What follows belongs to an exercise in optimizing a design on an open flow for small area; a production flow would make more cautious choices.
Function was checked by simulation only, so behaviour that the tests miss may differ from the original.
The flow treats the clock pin as an ideal source, which a real chip does not have.

--- flow/config.mk ---
export PLATFORM = sky130hd
export DESIGN_NAME = segmental_snr_meter
export DESIGN_NICKNAME = segmental_snr_meter
export VERILOG_FILES = /design/flow/design.v
export SDC_FILE = /design/flow/constraint.sdc
export NUM_CORES = 4
export LEC_CHECK = 0
export CAP_MARGIN = 20
export CORE_MARGIN = 2
export CORE_UTILIZATION = 40
export CTS_CLUSTER_DIAMETER = 120
export CTS_CLUSTER_SIZE = 26
export SLEW_MARGIN = 20
--- flow/constraint.sdc ---
create_clock -name core_clock -period 15.0 [get_ports {clk}]
set_input_delay 3.0000 -clock core_clock [delete_from_list [all_inputs] [get_ports {clk}]]
set_output_delay 3.0000 -clock core_clock [all_outputs]
set_load 0.01 [all_outputs]
--- flow/design.v ---
package ssnr_pkg;
	localparam int unsigned DbPerLog2Q16 = 197283;
	localparam int unsigned FrameLenReset = 160;
endpackage
module ssnr_sq17 (
	input  logic [16:0] v,
	output logic [31:0] q
);
	wire p1 = v[0] & v[1];
	wire p2 = v[0] & v[2];
	wire p3 = v[0] & v[3];
	wire p4 = v[0] & v[4];
	wire p5 = v[0] & v[5];
	wire p6 = v[0] & v[6];
	wire p7 = v[0] & v[7];
	wire p8 = v[0] & v[8];
	wire p9 = v[0] & v[9];
	wire p10 = v[0] & v[10];
	wire p11 = v[0] & v[11];
	wire p12 = v[0] & v[12];
	wire p13 = v[0] & v[13];
	wire p14 = v[0] & v[14];
	wire p15 = v[0] & v[15];
	wire p16 = v[1] & v[2];
	wire p17 = v[1] & v[3];
	wire p18 = v[1] & v[4];
	wire p19 = v[1] & v[5];
	wire p20 = v[1] & v[6];
	wire p21 = v[1] & v[7];
	wire p22 = v[1] & v[8];
	wire p23 = v[1] & v[9];
	wire p24 = v[1] & v[10];
	wire p25 = v[1] & v[11];
	wire p26 = v[1] & v[12];
	wire p27 = v[1] & v[13];
	wire p28 = v[1] & v[14];
	wire p29 = v[1] & v[15];
	wire p30 = v[2] & v[3];
	wire p31 = v[2] & v[4];
	wire p32 = v[2] & v[5];
	wire p33 = v[2] & v[6];
	wire p34 = v[2] & v[7];
	wire p35 = v[2] & v[8];
	wire p36 = v[2] & v[9];
	wire p37 = v[2] & v[10];
	wire p38 = v[2] & v[11];
	wire p39 = v[2] & v[12];
	wire p40 = v[2] & v[13];
	wire p41 = v[2] & v[14];
	wire p42 = v[2] & v[15];
	wire p43 = v[3] & v[4];
	wire p44 = v[3] & v[5];
	wire p45 = v[3] & v[6];
	wire p46 = v[3] & v[7];
	wire p47 = v[3] & v[8];
	wire p48 = v[3] & v[9];
	wire p49 = v[3] & v[10];
	wire p50 = v[3] & v[11];
	wire p51 = v[3] & v[12];
	wire p52 = v[3] & v[13];
	wire p53 = v[3] & v[14];
	wire p54 = v[3] & v[15];
	wire p55 = v[4] & v[5];
	wire p56 = v[4] & v[6];
	wire p57 = v[4] & v[7];
	wire p58 = v[4] & v[8];
	wire p59 = v[4] & v[9];
	wire p60 = v[4] & v[10];
	wire p61 = v[4] & v[11];
	wire p62 = v[4] & v[12];
	wire p63 = v[4] & v[13];
	wire p64 = v[4] & v[14];
	wire p65 = v[4] & v[15];
	wire p66 = v[5] & v[6];
	wire p67 = v[5] & v[7];
	wire p68 = v[5] & v[8];
	wire p69 = v[5] & v[9];
	wire p70 = v[5] & v[10];
	wire p71 = v[5] & v[11];
	wire p72 = v[5] & v[12];
	wire p73 = v[5] & v[13];
	wire p74 = v[5] & v[14];
	wire p75 = v[5] & v[15];
	wire p76 = v[6] & v[7];
	wire p77 = v[6] & v[8];
	wire p78 = v[6] & v[9];
	wire p79 = v[6] & v[10];
	wire p80 = v[6] & v[11];
	wire p81 = v[6] & v[12];
	wire p82 = v[6] & v[13];
	wire p83 = v[6] & v[14];
	wire p84 = v[6] & v[15];
	wire p85 = v[7] & v[8];
	wire p86 = v[7] & v[9];
	wire p87 = v[7] & v[10];
	wire p88 = v[7] & v[11];
	wire p89 = v[7] & v[12];
	wire p90 = v[7] & v[13];
	wire p91 = v[7] & v[14];
	wire p92 = v[7] & v[15];
	wire p93 = v[8] & v[9];
	wire p94 = v[8] & v[10];
	wire p95 = v[8] & v[11];
	wire p96 = v[8] & v[12];
	wire p97 = v[8] & v[13];
	wire p98 = v[8] & v[14];
	wire p99 = v[8] & v[15];
	wire p100 = v[9] & v[10];
	wire p101 = v[9] & v[11];
	wire p102 = v[9] & v[12];
	wire p103 = v[9] & v[13];
	wire p104 = v[9] & v[14];
	wire p105 = v[9] & v[15];
	wire p106 = v[10] & v[11];
	wire p107 = v[10] & v[12];
	wire p108 = v[10] & v[13];
	wire p109 = v[10] & v[14];
	wire p110 = v[10] & v[15];
	wire p111 = v[11] & v[12];
	wire p112 = v[11] & v[13];
	wire p113 = v[11] & v[14];
	wire p114 = v[11] & v[15];
	wire p115 = v[12] & v[13];
	wire p116 = v[12] & v[14];
	wire p117 = v[12] & v[15];
	wire p118 = v[13] & v[14];
	wire p119 = v[13] & v[15];
	wire p120 = v[14] & v[15];
	wire p121 = ~(v[16] & v[0]);
	wire p122 = ~(v[16] & v[1]);
	wire p123 = ~(v[16] & v[2]);
	wire p124 = ~(v[16] & v[3]);
	wire p125 = ~(v[16] & v[4]);
	wire p126 = ~(v[16] & v[5]);
	wire p127 = ~(v[16] & v[6]);
	wire p128 = ~(v[16] & v[7]);
	wire p129 = ~(v[16] & v[8]);
	wire p130 = ~(v[16] & v[9]);
	wire p131 = ~(v[16] & v[10]);
	wire p132 = ~(v[16] & v[11]);
	wire p133 = ~(v[16] & v[12]);
	wire p134 = ~(v[16] & v[13]);
	wire p135 = ~(v[16] & v[14]);
	wire s136 = p11 ^ p24;
	wire c137 = p11 & p24;
	wire s138 = p12 ^ p25;
	wire c139 = p12 & p25;
	wire s140 = p13 ^ p26 ^ p38;
	wire c141 = (p13 & p26) | (p13 & p38) | (p26 & p38);
	wire s142 = p49 ^ p59;
	wire c143 = p49 & p59;
	wire s144 = p14 ^ p27 ^ p39;
	wire c145 = (p14 & p27) | (p14 & p39) | (p27 & p39);
	wire s146 = p50 ^ p60;
	wire c147 = p50 & p60;
	wire s148 = p15 ^ p28 ^ p40;
	wire c149 = (p15 & p28) | (p15 & p40) | (p28 & p40);
	wire s150 = p51 ^ p61 ^ p70;
	wire c151 = (p51 & p61) | (p51 & p70) | (p61 & p70);
	wire s152 = p78 ^ p85;
	wire c153 = p78 & p85;
	wire s154 = p29 ^ p41 ^ p52;
	wire c155 = (p29 & p41) | (p29 & p52) | (p41 & p52);
	wire s156 = p62 ^ p71 ^ p79;
	wire c157 = (p62 & p71) | (p62 & p79) | (p71 & p79);
	wire s158 = p86 ^ p121 ^ 1'b1;
	wire c159 = (p86 & p121) | (p86 & 1'b1) | (p121 & 1'b1);
	wire s160 = p42 ^ p53 ^ p63;
	wire c161 = (p42 & p53) | (p42 & p63) | (p53 & p63);
	wire s162 = p72 ^ p80 ^ p87;
	wire c163 = (p72 & p80) | (p72 & p87) | (p80 & p87);
	wire s164 = p93 ^ v[9] ^ p122;
	wire c165 = (p93 & v[9]) | (p93 & p122) | (v[9] & p122);
	wire s166 = p54 ^ p64 ^ p73;
	wire c167 = (p54 & p64) | (p54 & p73) | (p64 & p73);
	wire s168 = p81 ^ p88 ^ p94;
	wire c169 = (p81 & p88) | (p81 & p94) | (p88 & p94);
	wire s170 = p65 ^ p74 ^ p82;
	wire c171 = (p65 & p74) | (p65 & p82) | (p74 & p82);
	wire s172 = p89 ^ p95 ^ p100;
	wire c173 = (p89 & p95) | (p89 & p100) | (p95 & p100);
	wire s174 = p75 ^ p83 ^ p90;
	wire c175 = (p75 & p83) | (p75 & p90) | (p83 & p90);
	wire s176 = p84 ^ p91 ^ p97;
	wire c177 = (p84 & p91) | (p84 & p97) | (p91 & p97);
	wire s178 = p7 ^ p20;
	wire c179 = p7 & p20;
	wire s180 = p8 ^ p21;
	wire c181 = p8 & p21;
	wire s182 = p9 ^ p22 ^ p34;
	wire c183 = (p9 & p22) | (p9 & p34) | (p22 & p34);
	wire s184 = p45 ^ p55;
	wire c185 = p45 & p55;
	wire s186 = p10 ^ p23 ^ p35;
	wire c187 = (p10 & p23) | (p10 & p35) | (p23 & p35);
	wire s188 = p46 ^ p56;
	wire c189 = p46 & p56;
	wire s190 = s136 ^ p36 ^ p47;
	wire c191 = (s136 & p36) | (s136 & p47) | (p36 & p47);
	wire s192 = p57 ^ p66 ^ v[6];
	wire c193 = (p57 & p66) | (p57 & v[6]) | (p66 & v[6]);
	wire s194 = c137 ^ s138 ^ p37;
	wire c195 = (c137 & s138) | (c137 & p37) | (s138 & p37);
	wire s196 = p48 ^ p58 ^ p67;
	wire c197 = (p48 & p58) | (p48 & p67) | (p58 & p67);
	wire s198 = c139 ^ s140 ^ s142;
	wire c199 = (c139 & s140) | (c139 & s142) | (s140 & s142);
	wire s200 = p68 ^ p76 ^ v[7];
	wire c201 = (p68 & p76) | (p68 & v[7]) | (p76 & v[7]);
	wire s202 = c141 ^ c143 ^ s144;
	wire c203 = (c141 & c143) | (c141 & s144) | (c143 & s144);
	wire s204 = s146 ^ p69 ^ p77;
	wire c205 = (s146 & p69) | (s146 & p77) | (p69 & p77);
	wire s206 = c145 ^ c147 ^ s148;
	wire c207 = (c145 & c147) | (c145 & s148) | (c147 & s148);
	wire s208 = s150 ^ s152 ^ v[8];
	wire c209 = (s150 & s152) | (s150 & v[8]) | (s152 & v[8]);
	wire s210 = c149 ^ c151 ^ c153;
	wire c211 = (c149 & c151) | (c149 & c153) | (c151 & c153);
	wire s212 = s154 ^ s156 ^ s158;
	wire c213 = (s154 & s156) | (s154 & s158) | (s156 & s158);
	wire s214 = c155 ^ c157 ^ c159;
	wire c215 = (c155 & c157) | (c155 & c159) | (c157 & c159);
	wire s216 = s160 ^ s162 ^ s164;
	wire c217 = (s160 & s162) | (s160 & s164) | (s162 & s164);
	wire s218 = c161 ^ c163 ^ c165;
	wire c219 = (c161 & c163) | (c161 & c165) | (c163 & c165);
	wire s220 = s166 ^ s168 ^ p123;
	wire c221 = (s166 & s168) | (s166 & p123) | (s168 & p123);
	wire s222 = c167 ^ c169 ^ s170;
	wire c223 = (c167 & c169) | (c167 & s170) | (c169 & s170);
	wire s224 = s172 ^ v[10] ^ p124;
	wire c225 = (s172 & v[10]) | (s172 & p124) | (v[10] & p124);
	wire s226 = c171 ^ c173 ^ s174;
	wire c227 = (c171 & c173) | (c171 & s174) | (c173 & s174);
	wire s228 = p96 ^ p101 ^ p125;
	wire c229 = (p96 & p101) | (p96 & p125) | (p101 & p125);
	wire s230 = c175 ^ s176 ^ p102;
	wire c231 = (c175 & s176) | (c175 & p102) | (s176 & p102);
	wire s232 = p106 ^ v[11] ^ p126;
	wire c233 = (p106 & v[11]) | (p106 & p126) | (v[11] & p126);
	wire s234 = c177 ^ p92 ^ p98;
	wire c235 = (c177 & p92) | (c177 & p98) | (p92 & p98);
	wire s236 = p103 ^ p107 ^ p127;
	wire c237 = (p103 & p107) | (p103 & p127) | (p107 & p127);
	wire s238 = p99 ^ p104 ^ p108;
	wire c239 = (p99 & p104) | (p99 & p108) | (p104 & p108);
	wire s240 = p111 ^ v[12] ^ p128;
	wire c241 = (p111 & v[12]) | (p111 & p128) | (v[12] & p128);
	wire s242 = p105 ^ p109 ^ p112;
	wire c243 = (p105 & p109) | (p105 & p112) | (p109 & p112);
	wire s244 = p110 ^ p113 ^ p115;
	wire c245 = (p110 & p113) | (p110 & p115) | (p113 & p115);
	wire s246 = p5 ^ p18;
	wire c247 = p5 & p18;
	wire s248 = p6 ^ p19;
	wire c249 = p6 & p19;
	wire s250 = s178 ^ p32 ^ p43;
	wire c251 = (s178 & p32) | (s178 & p43) | (p32 & p43);
	wire s252 = c179 ^ s180 ^ p33;
	wire c253 = (c179 & s180) | (c179 & p33) | (s180 & p33);
	wire s254 = c181 ^ s182 ^ s184;
	wire c255 = (c181 & s182) | (c181 & s184) | (s182 & s184);
	wire s256 = c183 ^ c185 ^ s186;
	wire c257 = (c183 & c185) | (c183 & s186) | (c185 & s186);
	wire s258 = c187 ^ c189 ^ s190;
	wire c259 = (c187 & c189) | (c187 & s190) | (c189 & s190);
	wire s260 = c191 ^ c193 ^ s194;
	wire c261 = (c191 & c193) | (c191 & s194) | (c193 & s194);
	wire s262 = c195 ^ c197 ^ s198;
	wire c263 = (c195 & c197) | (c195 & s198) | (c197 & s198);
	wire s264 = c199 ^ c201 ^ s202;
	wire c265 = (c199 & c201) | (c199 & s202) | (c201 & s202);
	wire s266 = c203 ^ c205 ^ s206;
	wire c267 = (c203 & c205) | (c203 & s206) | (c205 & s206);
	wire s268 = c207 ^ c209 ^ s210;
	wire c269 = (c207 & c209) | (c207 & s210) | (c209 & s210);
	wire s270 = c211 ^ c213 ^ s214;
	wire c271 = (c211 & c213) | (c211 & s214) | (c213 & s214);
	wire s272 = c215 ^ c217 ^ s218;
	wire c273 = (c215 & c217) | (c215 & s218) | (c217 & s218);
	wire s274 = c219 ^ c221 ^ s222;
	wire c275 = (c219 & c221) | (c219 & s222) | (c221 & s222);
	wire s276 = c223 ^ c225 ^ s226;
	wire c277 = (c223 & c225) | (c223 & s226) | (c225 & s226);
	wire s278 = c227 ^ c229 ^ s230;
	wire c279 = (c227 & c229) | (c227 & s230) | (c229 & s230);
	wire s280 = c231 ^ c233 ^ s234;
	wire c281 = (c231 & c233) | (c231 & s234) | (c233 & s234);
	wire s282 = c235 ^ c237 ^ s238;
	wire c283 = (c235 & c237) | (c235 & s238) | (c237 & s238);
	wire s284 = c239 ^ c241 ^ s242;
	wire c285 = (c239 & c241) | (c239 & s242) | (c241 & s242);
	wire s286 = c243 ^ s244 ^ v[13];
	wire c287 = (c243 & s244) | (c243 & v[13]) | (s244 & v[13]);
	wire s288 = c245 ^ p114 ^ p116;
	wire c289 = (c245 & p114) | (c245 & p116) | (p114 & p116);
	wire s290 = p117 ^ p118 ^ v[14];
	wire c291 = (p117 & p118) | (p117 & v[14]) | (p118 & v[14]);
	wire s292 = p3 ^ p16;
	wire c293 = p3 & p16;
	wire s294 = p4 ^ p17;
	wire c295 = p4 & p17;
	wire s296 = s246 ^ p30 ^ v[3];
	wire c297 = (s246 & p30) | (s246 & v[3]) | (p30 & v[3]);
	wire s298 = c247 ^ s248 ^ p31;
	wire c299 = (c247 & s248) | (c247 & p31) | (s248 & p31);
	wire s300 = c249 ^ s250 ^ v[4];
	wire c301 = (c249 & s250) | (c249 & v[4]) | (s250 & v[4]);
	wire s302 = c251 ^ s252 ^ p44;
	wire c303 = (c251 & s252) | (c251 & p44) | (s252 & p44);
	wire s304 = c253 ^ s254 ^ v[5];
	wire c305 = (c253 & s254) | (c253 & v[5]) | (s254 & v[5]);
	wire s306 = c255 ^ s256 ^ s188;
	wire c307 = (c255 & s256) | (c255 & s188) | (s256 & s188);
	wire s308 = c257 ^ s258 ^ s192;
	wire c309 = (c257 & s258) | (c257 & s192) | (s258 & s192);
	wire s310 = c259 ^ s260 ^ s196;
	wire c311 = (c259 & s260) | (c259 & s196) | (s260 & s196);
	wire s312 = c261 ^ s262 ^ s200;
	wire c313 = (c261 & s262) | (c261 & s200) | (s262 & s200);
	wire s314 = c263 ^ s264 ^ s204;
	wire c315 = (c263 & s264) | (c263 & s204) | (s264 & s204);
	wire s316 = c265 ^ s266 ^ s208;
	wire c317 = (c265 & s266) | (c265 & s208) | (s266 & s208);
	wire s318 = c267 ^ s268 ^ s212;
	wire c319 = (c267 & s268) | (c267 & s212) | (s268 & s212);
	wire s320 = c269 ^ s270 ^ s216;
	wire c321 = (c269 & s270) | (c269 & s216) | (s270 & s216);
	wire s322 = c271 ^ s272 ^ s220;
	wire c323 = (c271 & s272) | (c271 & s220) | (s272 & s220);
	wire s324 = c273 ^ s274 ^ s224;
	wire c325 = (c273 & s274) | (c273 & s224) | (s274 & s224);
	wire s326 = c275 ^ s276 ^ s228;
	wire c327 = (c275 & s276) | (c275 & s228) | (s276 & s228);
	wire s328 = c277 ^ s278 ^ s232;
	wire c329 = (c277 & s278) | (c277 & s232) | (s278 & s232);
	wire s330 = c279 ^ s280 ^ s236;
	wire c331 = (c279 & s280) | (c279 & s236) | (s280 & s236);
	wire s332 = c281 ^ s282 ^ s240;
	wire c333 = (c281 & s282) | (c281 & s240) | (s282 & s240);
	wire s334 = c283 ^ s284 ^ p129;
	wire c335 = (c283 & s284) | (c283 & p129) | (s284 & p129);
	wire s336 = c285 ^ s286 ^ p130;
	wire c337 = (c285 & s286) | (c285 & p130) | (s286 & p130);
	wire s338 = c287 ^ s288 ^ p131;
	wire c339 = (c287 & s288) | (c287 & p131) | (s288 & p131);
	wire s340 = c289 ^ s290 ^ p132;
	wire c341 = (c289 & s290) | (c289 & p132) | (s290 & p132);
	wire s342 = c291 ^ p119 ^ p133;
	wire c343 = (c291 & p119) | (c291 & p133) | (p119 & p133);
	wire s344 = p120 ^ v[15] ^ p134;
	wire c345 = (p120 & v[15]) | (p120 & p134) | (v[15] & p134);
	wire s346 = p1 ^ v[1];
	wire c347 = p1 & v[1];
	wire s348 = p2 ^ c347;
	wire c349 = p2 & c347;
	wire s350 = s292 ^ v[2] ^ c349;
	wire c351 = (s292 & v[2]) | (s292 & c349) | (v[2] & c349);
	wire s352 = c293 ^ s294 ^ c351;
	wire c353 = (c293 & s294) | (c293 & c351) | (s294 & c351);
	wire s354 = c295 ^ s296 ^ c353;
	wire c355 = (c295 & s296) | (c295 & c353) | (s296 & c353);
	wire s356 = c297 ^ s298 ^ c355;
	wire c357 = (c297 & s298) | (c297 & c355) | (s298 & c355);
	wire s358 = c299 ^ s300 ^ c357;
	wire c359 = (c299 & s300) | (c299 & c357) | (s300 & c357);
	wire s360 = c301 ^ s302 ^ c359;
	wire c361 = (c301 & s302) | (c301 & c359) | (s302 & c359);
	wire s362 = c303 ^ s304 ^ c361;
	wire c363 = (c303 & s304) | (c303 & c361) | (s304 & c361);
	wire s364 = c305 ^ s306 ^ c363;
	wire c365 = (c305 & s306) | (c305 & c363) | (s306 & c363);
	wire s366 = c307 ^ s308 ^ c365;
	wire c367 = (c307 & s308) | (c307 & c365) | (s308 & c365);
	wire s368 = c309 ^ s310 ^ c367;
	wire c369 = (c309 & s310) | (c309 & c367) | (s310 & c367);
	wire s370 = c311 ^ s312 ^ c369;
	wire c371 = (c311 & s312) | (c311 & c369) | (s312 & c369);
	wire s372 = c313 ^ s314 ^ c371;
	wire c373 = (c313 & s314) | (c313 & c371) | (s314 & c371);
	wire s374 = c315 ^ s316 ^ c373;
	wire c375 = (c315 & s316) | (c315 & c373) | (s316 & c373);
	wire s376 = c317 ^ s318 ^ c375;
	wire c377 = (c317 & s318) | (c317 & c375) | (s318 & c375);
	wire s378 = c319 ^ s320 ^ c377;
	wire c379 = (c319 & s320) | (c319 & c377) | (s320 & c377);
	wire s380 = c321 ^ s322 ^ c379;
	wire c381 = (c321 & s322) | (c321 & c379) | (s322 & c379);
	wire s382 = c323 ^ s324 ^ c381;
	wire c383 = (c323 & s324) | (c323 & c381) | (s324 & c381);
	wire s384 = c325 ^ s326 ^ c383;
	wire c385 = (c325 & s326) | (c325 & c383) | (s326 & c383);
	wire s386 = c327 ^ s328 ^ c385;
	wire c387 = (c327 & s328) | (c327 & c385) | (s328 & c385);
	wire s388 = c329 ^ s330 ^ c387;
	wire c389 = (c329 & s330) | (c329 & c387) | (s330 & c387);
	wire s390 = c331 ^ s332 ^ c389;
	wire c391 = (c331 & s332) | (c331 & c389) | (s332 & c389);
	wire s392 = c333 ^ s334 ^ c391;
	wire c393 = (c333 & s334) | (c333 & c391) | (s334 & c391);
	wire s394 = c335 ^ s336 ^ c393;
	wire c395 = (c335 & s336) | (c335 & c393) | (s336 & c393);
	wire s396 = c337 ^ s338 ^ c395;
	wire c397 = (c337 & s338) | (c337 & c395) | (s338 & c395);
	wire s398 = c339 ^ s340 ^ c397;
	wire c399 = (c339 & s340) | (c339 & c397) | (s340 & c397);
	wire s400 = c341 ^ s342 ^ c399;
	wire c401 = (c341 & s342) | (c341 & c399) | (s342 & c399);
	wire s402 = c343 ^ s344 ^ c401;
	wire c403 = (c343 & s344) | (c343 & c401) | (s344 & c401);
	wire s404 = c345 ^ p135 ^ c403;
	wire c405 = (c345 & p135) | (c345 & c403) | (p135 & c403);
	assign q = {s404, s402, s400, s398, s396, s394, s392, s390, s388, s386, s384, s382, s380, s378, s376, s374, s372, s370, s368, s366, s364, s362, s360, s358, s356, s354, s352, s350, s348, s346, 1'b0, v[0]};
endmodule
module ssnr_add52 (
	input  logic [51:0] a,
	input  logic [51:0] b,
	input  logic        cin,
	output logic [51:0] s
);
	localparam int SEG = 13;
	localparam int NSEG = (52 + SEG - 1) / SEG;
	logic [52:0] c0;        
	logic [51:0] s0;        
	logic [51:0] pre;       
	logic [NSEG:0] cs;      
	genvar i, g;
	generate
		for (i = 0; i < 52; i++) begin : g_bit
			logic ci;
			if (i == 0) begin : g_c0
				assign ci = cin;
			end else if (i % SEG == 0) begin : g_cs
				assign ci = 1'b0;
			end else begin : g_cr
				assign ci = c0[i];
			end
			assign s0[i]   = a[i] ^ b[i] ^ ci;
			assign c0[i+1] = (a[i] & b[i]) | (a[i] & ci) | (b[i] & ci);
			if (i % SEG == 0) begin : g_p0
				assign pre[i] = 1'b1;
			end else begin : g_pn
				assign pre[i] = pre[i-1] & s0[i-1];
			end
			if (i < SEG) begin : g_first
				assign s[i] = s0[i];
			end else begin : g_inc
				assign s[i] = s0[i] ^ (cs[i / SEG] & pre[i]);
			end
		end
		assign cs[0] = cin;
		assign cs[1] = c0[SEG];
		for (g = 2; g <= NSEG; g++) begin : g_seg
			localparam int TOP = (g * SEG > 52) ? 51 : g * SEG - 1;
			assign cs[g] = c0[TOP+1] | (cs[g-1] & pre[TOP] & s0[TOP]);
		end
	endgenerate
	assign c0[0] = 1'b0;
endmodule
module segmental_snr_meter
#(
	parameter int MAX_FRAME_LENGTH = 4096
) (
	input  logic        clk,
	input  logic        arst_n,
	input  logic        s_axis_tvalid,
	output logic        s_axis_tready,
	input  logic [31:0] s_axis_tdata,   
	input  logic        s_axis_tlast,
	output logic        m_axis_tvalid,
	input  logic        m_axis_tready,
	output logic [31:0] m_axis_tdata,   
	output logic [1:0]  m_axis_tuser,   
	input  logic        cfg_valid,
	output logic        cfg_ready,
	input  logic [12:0] cfg_data
);
	localparam logic [17:0] CMul = 18'(ssnr_pkg::DbPerLog2Q16);
	localparam logic [4:0] S_IDLE  = 5'd0;
	localparam logic [4:0] S_FS    = 5'd1;
	localparam logic [4:0] S_FE    = 5'd2;
	localparam logic [4:0] S_LOGN  = 5'd3;
	localparam logic [4:0] S_LOGI  = 5'd4;
	localparam logic [4:0] S_LOADE = 5'd5;
	localparam logic [4:0] S_RATIO = 5'd6;
	localparam logic [4:0] S_DIFF  = 5'd7;
	localparam logic [4:0] S_MUL   = 5'd8;
	localparam logic [4:0] S_RND   = 5'd9;
	localparam logic [4:0] S_DADD  = 5'd10;
	localparam logic [4:0] S_NINC  = 5'd11;
	localparam logic [4:0] S_TS    = 5'd12;
	localparam logic [4:0] S_SNR   = 5'd13;
	localparam logic [4:0] S_SEG0  = 5'd14;
	localparam logic [4:0] S_DX1   = 5'd15;
	localparam logic [4:0] S_DX2   = 5'd16;
	localparam logic [4:0] S_DIV   = 5'd17;
	localparam logic [4:0] S_SEG   = 5'd18;
	localparam logic [4:0] S_OUT   = 5'd19;
	localparam logic [4:0] S_SAVE  = 5'd20;
	localparam logic [2:0] A_ZERO = 3'd0;
	localparam logic [2:0] A_R    = 3'd1;
	localparam logic [2:0] A_SQ0  = 3'd2;
	localparam logic [2:0] A_SQ20 = 3'd3;
	localparam logic [2:0] A_KFR  = 3'd4;
	localparam logic [2:0] A_E    = 3'd5;
	localparam logic [2:0] A_RSH  = 3'd6;
	localparam logic [3:0] B_ZERO  = 4'd0;
	localparam logic [3:0] B_SQ0   = 4'd1;
	localparam logic [3:0] B_SQ4   = 4'd2;
	localparam logic [3:0] B_SQH4  = 4'd3;
	localparam logic [3:0] B_S     = 4'd4;
	localparam logic [3:0] B_FE    = 4'd5;
	localparam logic [3:0] B_D     = 4'd6;
	localparam logic [3:0] B_NL    = 4'd7;
	localparam logic [3:0] B_N     = 4'd8;
	localparam logic [3:0] B_CONST = 4'd9;
	logic [4:0]  st;
	logic        mvalid_q, nfr0, ffirst, stopf, a1, b1, c1, sat;
	logic [11:0] lm1, pos;
	logic [1:0]  which;
	logic [2:0]  ph;
	logic [4:0]  cnt;
	logic        lastq, closeq, osat, segv, zs, ze, qp, negd;
	logic [51:0] r_q;
	logic [43:0] fe_q;
	logic [50:0] s_q;
	logic [51:0] e_q;
	logic [36:0] d_q;
	logic [20:0] n_q;
	logic [5:0]  k_q;
	logic [15:0] fr_q;
	logic [16:0] op_q;
	logic [31:0] sq_q;
	logic [31:0] sq_d;
	ssnr_sq17 u_sq (.v(op_q), .q(sq_d));
	logic [15:0] hh, ll;
	assign hh = r_q[51:36];
	assign ll = r_q[35:20];
	logic        start_a;
	logic [16:0] opa, opb, op_d;
	logic        op_en;
	assign start_a = (st == S_IDLE) && s_axis_tvalid && !mvalid_q && !a1 && !stopf;
	always_comb begin
		opa   = {s_axis_tdata[15], s_axis_tdata[15:0]};
		opb   = '0;
		op_en = 1'b1;
		if (st == S_IDLE) begin
			if (a1) opb = {s_axis_tdata[31], s_axis_tdata[31:16]};
		end else if (st == S_LOGI) begin
			op_en = (ph <= 3'd2);
			opa   = (ph == 3'd2) ? {1'b0, ll} : {1'b0, hh};
			if (ph == 3'd1) opb = {1'b0, ll};
		end
	end
	assign op_d = opa - opb;
	logic [2:0]  asel;
	logic [3:0]  bsel;
	logic        binv, cin;
	logic [51:0] cval;
	logic [51:0] aa, bb, alu;
	logic        spec;
	logic [51:0] specval;
	assign spec = zs || ze;
	assign specval = (zs && ze) ? 52'd0 : (ze ? 52'd32767 : {{36{1'b1}}, 16'h8000});
	always_comb begin
		unique case (asel)
			A_R:     aa = r_q;
			A_SQ0:   aa = {20'd0, sq_q};
			A_SQ20:  aa = {sq_q, 20'd0};
			A_KFR:   aa = {30'd0, k_q, fr_q};
			A_E:     aa = e_q;
			A_RSH:   aa = {15'd0, {18{r_q[43]}}, r_q[43:25]};
			default: aa = '0;
		endcase
		unique case (bsel)
			B_SQ0:   bb = {20'd0, sq_q};
			B_SQ4:   bb = {16'd0, sq_q, 4'd0};
			B_SQH4:  bb = {32'd0, sq_q[31:16], 4'd0};
			B_S:     bb = {1'b0, s_q};
			B_FE:    bb = {8'd0, fe_q};
			B_D:     bb = {11'd0, {4{d_q[36]}}, d_q};    
			B_NL:    bb = {15'd0, n_q, 16'd0};
			B_N:     bb = {31'd0, n_q};
			B_CONST: bb = cval;
			default: bb = '0;
		endcase
	end
	ssnr_add52 u_add (.a(aa), .b(bb ^ {52{binv}}), .cin(cin), .s(alu));
	logic        wr_r, wr_fe, wr_s, wr_e, wr_d, wr_n;
	logic [1:0]  rsh;        
	logic        qbit;
	logic        r_zero;
	logic        rovf;
	logic        cbit;
	assign r_zero = (r_q == '0);
	assign rovf   = !((r_q[43:40] == '0) || (r_q[43:40] == '1));
	assign cbit   = CMul[cnt];
	always_comb begin
		asel  = A_ZERO;
		bsel  = B_ZERO;
		binv  = 1'b0;
		cin   = 1'b0;
		cval  = '0;
		wr_r  = 1'b0;
		wr_fe = 1'b0;
		wr_s  = 1'b0;
		wr_e  = 1'b0;
		wr_d  = 1'b0;
		wr_n  = 1'b0;
		rsh   = 2'd0;
		qbit  = 1'b0;
		unique case (st)
			S_IDLE: begin
				if (b1) begin
					asel = ffirst ? A_ZERO : A_R;
					bsel = B_SQ0;
					wr_r = 1'b1;
				end else if (c1) begin
					asel  = A_SQ0;
					bsel  = ffirst ? B_ZERO : B_FE;
					wr_fe = 1'b1;
				end
			end
			S_FS: begin
				asel = A_R;
				bsel = nfr0 ? B_ZERO : B_S;
				wr_s = 1'b1;
			end
			S_FE: begin
				asel = nfr0 ? A_ZERO : A_E;
				bsel = B_FE;
				wr_e = 1'b1;
			end
			S_LOGN: begin
				asel = A_R;
				if (!r_zero && !r_q[51]) begin
					wr_r = 1'b1;
					rsh  = (r_q[51:44] == '0) ? 2'd2 : 2'd1;
				end
			end
			S_LOGI: begin
				unique case (ph)
					3'd2: begin asel = A_SQ20; bsel = B_SQ4; wr_r = 1'b1; end
					3'd3: begin asel = A_R; bsel = B_SQ4; binv = 1'b1; cin = 1'b1; wr_r = 1'b1; end
					3'd4: begin asel = A_R; bsel = B_SQ4; wr_r = 1'b1; end
					3'd5: begin asel = A_R; bsel = B_SQH4; wr_r = 1'b1; rsh = alu[51] ? 2'd0 : 2'd1; end
					default: ;
				endcase
			end
			S_LOADE: begin
				asel = (which == 2'd0 || nfr0) ? A_ZERO : A_E;
				bsel = (which == 2'd0 || !ffirst) ? B_FE : B_ZERO;
				wr_r = 1'b1;
			end
			S_RATIO: begin
				bsel = B_CONST;
				cval = {specval[26:0], 25'd0};
				wr_r = spec;
			end
			S_SAVE: begin
				asel  = A_KFR;
				wr_fe = 1'b1;
			end
			S_DIFF: begin
				asel  = A_KFR;
				bsel  = B_FE;
				binv  = 1'b1;
				cin   = 1'b1;
				wr_fe = 1'b1;
			end
			S_MUL: begin
				asel = (cnt == 5'd17) ? A_ZERO : A_R;
				bsel = cbit ? B_FE : B_ZERO;
				binv = cbit;
				cin  = cbit;
				wr_r = 1'b1;
				rsh  = 2'd1;
			end
			S_RND: begin
				asel = A_R;
				bsel = B_CONST;
				cval = r_q[43] ? 52'd16777214 : 52'd16777216;
				wr_r = 1'b1;
			end
			S_DADD: begin
				asel = A_RSH;
				bsel = nfr0 ? B_ZERO : B_D;
				wr_d = 1'b1;
			end
			S_NINC: begin
				bsel = nfr0 ? B_ZERO : B_N;
				cin  = 1'b1;
				wr_n = 1'b1;
			end
			S_TS: begin
				asel = ffirst ? A_ZERO : A_R;
				bsel = nfr0 ? B_ZERO : B_S;
				wr_r = 1'b1;
			end
			S_SNR: begin
				asel  = rovf ? A_ZERO : A_RSH;
				bsel  = rovf ? B_CONST : B_ZERO;
				cval  = r_q[43] ? {{36{1'b1}}, 16'h8000} : 52'd32767;
				wr_fe = 1'b1;
			end
			S_SEG0: begin
				wr_r = 1'b1;
			end
			S_DX1: begin
				bsel = B_D;
				binv = d_q[36];
				cin  = d_q[36];
				wr_r = 1'b1;
				rsh  = 2'd1;
			end
			S_DX2: begin
				asel = A_R;
				bsel = B_N;
				wr_r = 1'b1;
			end
			S_DIV: begin
				asel = A_R;
				bsel = B_NL;
				binv = qp;
				cin  = qp;
				wr_r = 1'b1;
				rsh  = 2'd1;
				qbit = !alu[40] ^ negd;
			end
			S_SEG: begin
				if (r_q[15] ^ negd) begin
					bsel = B_CONST;
					cval = negd ? {{36{1'b1}}, 16'h8000} : 52'd32767;
				end else begin
					asel = A_R;
					cin  = negd;
				end
				wr_r = 1'b1;
			end
			default: ;
		endcase
	end
	always_ff @(posedge clk or negedge arst_n) begin
		if (!arst_n) begin
			st       <= S_IDLE;
			mvalid_q <= 1'b0;
			nfr0     <= 1'b1;
			ffirst   <= 1'b1;
			stopf    <= 1'b0;
			a1       <= 1'b0;
			b1       <= 1'b0;
			c1       <= 1'b0;
			sat      <= 1'b0;
			lm1      <= 12'(ssnr_pkg::FrameLenReset - 1);
			pos      <= '0;
		end else begin
			a1 <= start_a;
			b1 <= a1 && s_axis_tvalid;
			c1 <= b1;
			if (mvalid_q && m_axis_tready) mvalid_q <= 1'b0;
			if (cfg_valid && cfg_ready) begin
				if (cfg_data == 13'd0) lm1 <= 12'd0;
				else if (cfg_data > 13'd4096) lm1 <= 12'd4095;
				else lm1 <= 12'(cfg_data - 13'd1);
			end
			if (a1 && s_axis_tvalid) begin
				if (pos == lm1) pos <= '0;
				else pos <= pos + 12'd1;
				if (pos == lm1 || s_axis_tlast) stopf <= 1'b1;
			end
			unique case (st)
				S_IDLE: if (c1) begin
					ffirst <= 1'b0;
					if (stopf) st <= closeq ? S_FS : S_TS;
				end
				S_FS:  st <= S_FE;
				S_FE:  st <= S_LOGN;
				S_LOGN: if (r_zero || r_q[51]) begin
					st <= r_zero ? (which[0] ? S_RATIO : S_LOADE) : S_LOGI;
				end
				S_LOGI: if (ph == 3'd5 && cnt == 5'd15) st <= which[0] ? S_RATIO : S_LOADE;
				S_LOADE: st <= S_SAVE;
				S_SAVE:  st <= S_LOGN;
				S_RATIO: st <= spec ? (which[1] ? S_SNR : S_DADD) : S_DIFF;
				S_DIFF: st <= S_MUL;
				S_MUL:  if (cnt == 5'd0) st <= S_RND;
				S_RND:  st <= which[1] ? S_SNR : S_DADD;
				S_DADD: begin
					st  <= S_NINC;
					sat <= sat || spec;
				end
				S_NINC: begin
					nfr0   <= 1'b0;
					ffirst <= 1'b1;
					if (lastq) st <= S_TS;
					else begin
						st    <= S_IDLE;
						stopf <= 1'b0;
					end
				end
				S_TS:   st <= S_LOGN;
				S_SNR:  st <= nfr0 ? S_SEG0 : S_DX1;
				S_SEG0: st <= S_OUT;
				S_DX1:  st <= S_DX2;
				S_DX2:  st <= S_DIV;
				S_DIV:  if (cnt == 5'd15) st <= S_SEG;
				S_SEG:  st <= S_OUT;
				S_OUT: begin
					st       <= S_IDLE;
					mvalid_q <= 1'b1;
					nfr0     <= 1'b1;
					ffirst   <= 1'b1;
					stopf    <= 1'b0;
					sat      <= 1'b0;
					pos      <= '0;
				end
				default: st <= S_IDLE;
			endcase
		end
	end
	always_ff @(posedge clk) begin
		if (op_en) op_q <= op_d;
		sq_q <= sq_d;
		if (wr_r) begin
			unique case (rsh)
				2'd1:    r_q <= {alu[50:0], qbit};
				2'd2:    r_q <= {alu[43:0], 8'd0};
				default: r_q <= alu;
			endcase
		end
		if (wr_fe) fe_q <= alu[43:0];
		if (wr_s)  s_q  <= alu[50:0];
		if (wr_e)  e_q  <= alu;
		if (wr_d)  d_q  <= alu[36:0];
		if (wr_n)  n_q  <= alu[20:0];
		if (a1 && s_axis_tvalid) begin
			lastq  <= s_axis_tlast;
			closeq <= (pos == lm1);
		end
		unique case (st)
			S_FS: begin
				zs <= 1'b0;
				ze <= 1'b0;
			end
			S_FE: begin
				which <= 2'd0;
				k_q   <= 6'd51;
			end
			S_LOGN: begin
				if (r_zero) begin
					if (which[0]) ze <= 1'b1;
					else zs <= 1'b1;
				end else if (!r_q[51]) begin
					k_q <= k_q - ((r_q[51:44] == '0) ? 6'd8 : 6'd1);
				end else begin
					ph  <= 3'd0;
					cnt <= 5'd0;
				end
			end
			S_LOGI: begin
				if (ph == 3'd5) begin
					ph   <= 3'd0;
					cnt  <= cnt + 5'd1;
					fr_q <= {fr_q[14:0], alu[51]};
				end else begin
					ph <= ph + 3'd1;
				end
			end
			S_SAVE: begin
				which <= which + 2'd1;
				k_q   <= 6'd51;
			end
			S_DIFF: cnt <= 5'd17;
			S_MUL:  cnt <= cnt - 5'd1;
			S_TS: begin
				zs    <= 1'b0;
				ze    <= 1'b0;
				which <= 2'd2;
				k_q   <= 6'd51;
			end
			S_SNR: osat <= sat || spec;
			S_SEG0: segv <= 1'b0;
			S_DX1: negd <= d_q[36];
			S_DX2: begin
				qp  <= 1'b1;
				cnt <= 5'd0;
			end
			S_DIV: begin
				qp  <= !alu[40];
				cnt <= cnt + 5'd1;
			end
			S_SEG: segv <= 1'b1;
			default: ;
		endcase
	end
	assign s_axis_tready = a1;
	assign cfg_ready     = (st == S_IDLE) && !a1 && !b1 && !c1 && !stopf;
	assign m_axis_tvalid = mvalid_q;
	assign m_axis_tdata  = {r_q[15:0], fe_q[15:0]};
	assign m_axis_tuser  = {osat, segv};
endmodule
--- flow/flow/run.sh ---
#!/bin/bash
set -o pipefail
export BUFFER_PORTS_ARGS="-buffer_cell sky130_fd_sc_hd__buf_1"
export POST_CTS_TCL="$(pwd)/flow/recover.tcl"
bash standard.sh finish > standard.log 2>&1
status=$?
tail -n 40 standard.log
exit $status
--- flow/flow/recover.tcl ---
# POST_CTS hook: after clock tree synthesis and its timing repair, downsize cells on
# paths that keep positive setup slack (OpenROAD's power recovery), then legalize.
estimate_parasitics -placement
repair_timing -recover_power 100 -setup_margin 0.3 -verbose
detailed_placement
check_placement -verbose
estimate_parasitics -placement
--- flow/standard.sh ---
#!/bin/bash
# synth_recipe.tcl (not shown) runs the flow's synth.tcl, then flattens the netlist and writes it again
# the make line also repeats each setting of config.mk as NAME=value (left out here)
make -C /OpenROAD-flow-scripts/flow DESIGN_CONFIG=/design/flow/config.mk WORK_HOME=/design/flow/orfs CLKGATE_MAP_FILE= SYNTH_SCRIPT=/design/flow/synth_recipe.tcl "${@:-finish}"
==> results.txt <==
Status -> finished clean
Simple-Gate Fraction of Synth Area -> 14.5%
Critical Path AT -> 14.32 ns
CP endpoint kind -> flip-flop
Area growth from synthesis to layout -> 6.54%
GRT Residual Overflow -> 0
Post-synthesis mux area share -> 0.969%
Fin. max-slew vios -> 0
Cell Count Post-Placement -> 3158
Worst R2R Start -> st[0]
Vias -> 19204
Core area -> 62900 um^2
Cell taking the most area after synthesis -> edfxtp_1
Met1 Resource Use GR -> 35.2%
Final min period -> 14.03 ns
WL per Instance -> 25.9 um
Synth unique cells -> 96
Max cap viols -> 0
Top_reg_cell synth -> edfxtp_1
Worst-path clk slew -> 0.12 ns
Via density -> 6.01
Met2 global-route usage -> 39.0%
Main combinational cell family by area after synthesis -> adder cells
WHS Endpoint -> fr_q[3]
Met3 GRT Util -> 4.57%
Min-Delay Path Depth -> 0
Post-route design area -> 27000 um^2
Max incr delay on CP -> 0.70 ns
EDFF count, synth -> 314
Hold Vio Cnt, Final -> 0
Worst slew margin -> 13.5%
Max FO, Critical Path -> 26
Fmax -> 71.3 MHz
Kind of start point of the critical path -> flip-flop
DP Wirelength -> 60.7 mm
Synth Area in Compound Gates -> 14.3%
Fin nets -> 2612
Top Usage Layer GRT -> met2
Register area share after synthesis -> 43.4%
Worst R2R End -> r_q[45]
Drt pass-1 iters -> 9
Clk_skew -> 0.0274 ns
First-pass GRT wire length -> 124 mm
Die Area -> 65300 um^2
RSZ-0062 raised after global routing -> false
TNS Setup -> 0 ns
Routed WL -> 82.7 mm
Measured slew at the worst slew-check pin -> 1.29 ns
Final period util -> 93.5%
Drc violations -> 0
Largest net degree at the start of global routing -> 71
Gr usage total -> 25.0%
HP Class -> flip-flop to flip-flop
Routability cong. -> 0.957
Worst reg-to-reg setup slack -> 0.97 ns
# port buffers -> 87
Die width -> 255 um
Number of global-route vias before repair -> 19008
Cells after synthesis -> 2336
Non-Filler Instances -> 3194
Final setup violation count -> 0
Syn_area_per_cell -> 10.8 um^2
Row count -> 92
Adder-cell share of the synthesized area -> 16.0%
Ranking of synthesized cells by area -> edfxtp_1 (37%), fa_1 (13%), nand2_1 (4.9%), ha_1 (3.2%), a22oi_1 (3.0%)
Die Height -> 255 um
FF-to-FF path depth -> 41
Post-synth net total -> 2612
Initial antenna violation count -> 0
Diodes inserted -> 0
CTS tree -> built
Post-synth top area share -> 37.3%
Dpl cell area -> 26400 um^2
Clk sinks -> 382
Layout cell share with drive strength beyond 1 -> 6.09%
Initial core utilization -> 40.3%
Antenna violation net count after detailed routing -> 0
CP most frequent cell -> fa_1
Post-synthesis cell area -> 25300 um^2
Critical-path top delay cell -> nor2_1
Hold Startpoint -> fr_q[2]
Starting DRT DRC Count -> 2680
Async S/R FF share, synth -> 9.69%
WS Path Type -> flip-flop to flip-flop
Xor and xnor fraction of the mapped netlist area -> 4.86%
Synthesis-stage register bit count -> 382
Clock latency (worst-skew pair) -> 0.57 ns
Worst path required time -> 15.30 ns
Ports -> 88
Synthesis Warnings -> 1
-- critical path, delay by kind of cell (launching register included) --
kind	cells	cell delay, ns
adders and majority gates	15	6.35
and+or+nand+nor	14	4.65
AOI/OAI and AO/OA	5	0.77
buffers and inverters	4	0.73
xor gates and xnor gates	3	0.69
DFF	1	0.56
-- area by class of cell --
type	instances	area, um^2
flip-flops and latches	382	11000
multi-input cells	1608	12900
inverters	172	648
well taps	846	1060
clock buffers	30	517
fillers	6004	35900
repair buffers	154	876
clock inverters	2	12.5
-- state kept, by name (all words and copies together) (netlist names), 17 cells and up --
name / count
op_q: 17
sq_q: 31
e_q: 52
d_q: 37
s_q: 51
r_q: 52
fe_q: 44
n_q: 21
-- placed cells by master, fill, tap and decap left out, types with 8 or more instances in the layout --
cell         n
nand2_1    326
edfxtp_1   314
inv_1      169
fa_1       160
and2_1     108
a22oi_1    100
o21ai_0     96
buf_1       86
xor2_1      79
nor2_1      69
ha_1        64
nand3_1     59
xnor2_1     55
a21oi_1     47
buf_4       45
a222oi_1    42
nor3_1      32
dfxtp_1     31
a22o_1      29
dfrtp_1     28
a221oi_1    23
nand2b_1    21
mux2i_1     20
nand4_1     19
clkbuf_16   19
clkbuf_1    19
nor2b_1     18
nor4_1      17
a221oi_2    15
a311oi_1    14
o22ai_1     13
a21o_1      13
a31oi_1     12
o31ai_1     12
and3_1      11
a211o_1     10
a211oi_1     9
or3_1        8
-- logic make-up after synthesis --
| group | after synthesis |
|---|---|
| DFF | 382 |
| buffers and inverters | 346 |
| AOI/OAI and AO/OA | 481 |
| xor gates and xnor gates | 138 |
| adders and majority gates | 227 |
| muxes | 24 |
| and+or+nand+nor | 738 |
-- cell usage after synthesis (8+ instances only) --
cell type	instances
a211o_1	10
a211oi_1	9
a21o_1	13
a21oi_1	47
a221oi_1	23
a221oi_2	15
a222oi_1	42
a22o_1	29
a22oi_1	100
a311oi_1	14
a31oi_1	12
and2_1	109
and3_1	11
buf_1	12
buf_2	28
buf_4	38
clkbuf_1	91
dfrtp_1	29
dfstp_2	8
dfxtp_1	31
edfxtp_1	314
fa_1	160
ha_1	65
inv_1	168
mux2i_1	20
nand2_1	327
nand2b_1	21
nand3_1	59
nand4_1	19
nor2_1	68
nor2b_1	19
nor3_1	33
nor4_1	18
o21ai_0	96
o22ai_1	13
o31ai_1	12
or3_1	8
xnor2_1	57
xor2_1	79
-- routing by layer --
metal	vias to the layer above	routed length [um]
li1	8310	-
met1	9660	33500
met2	1072	37400
met3	162	8760
met4	0	3110
met5	-	0
-- per-stage QoR --
stage	utilization (%)	hold WS (ns)	worst slack, ns
after global placement	42.0	0.438	1.27
final	42.9	0.456	0.972
after global routing	42.9	0.467	0.0768
after detailed placement	42.0	0.436	1.04
after floorplan	-	0.427	0.777
-- how the worst max path moves through the flow --
stage,end,start,cells after the start
2_1_floorplan,r_q[12],st[3],46
3_3_place_gp,r_q[45],st[3],44
3_5_place_dp,r_q[45],st[3],44
5_1_grt,r_q[45],st[0],41
6_report,r_q[45],st[0],41

-- what the ideal ports hide --
The flow's constraints put no driver on any port. The routed layout listed below was extracted and timed again, unchanged, in two steps.
Step 1 assumes that a clkbuf_16 drives the clock port and a buf_2 every other input.
Step 2, shift: input delay + t, output delay - t, t = (earliest + latest rising clock arrival at the registers) / 2. This alone moves slack from input paths to output paths.
a / b / c = no drivers / after step 1 / after step 2; a / b = the first two.
shift t [ns]: 0.611
setup WS [ns]: 0.972 / 0.972 / 0.972
hold slack, ns: 0.456 / 0.456 / 0.456
worst setup path at the end: register to register
worst slew at a driven data input, ns: 0.06
After both steps this run still meets setup and hold. The setup slack of this run moves by 0.000 ns with the drivers and by 0.000 ns with both steps.
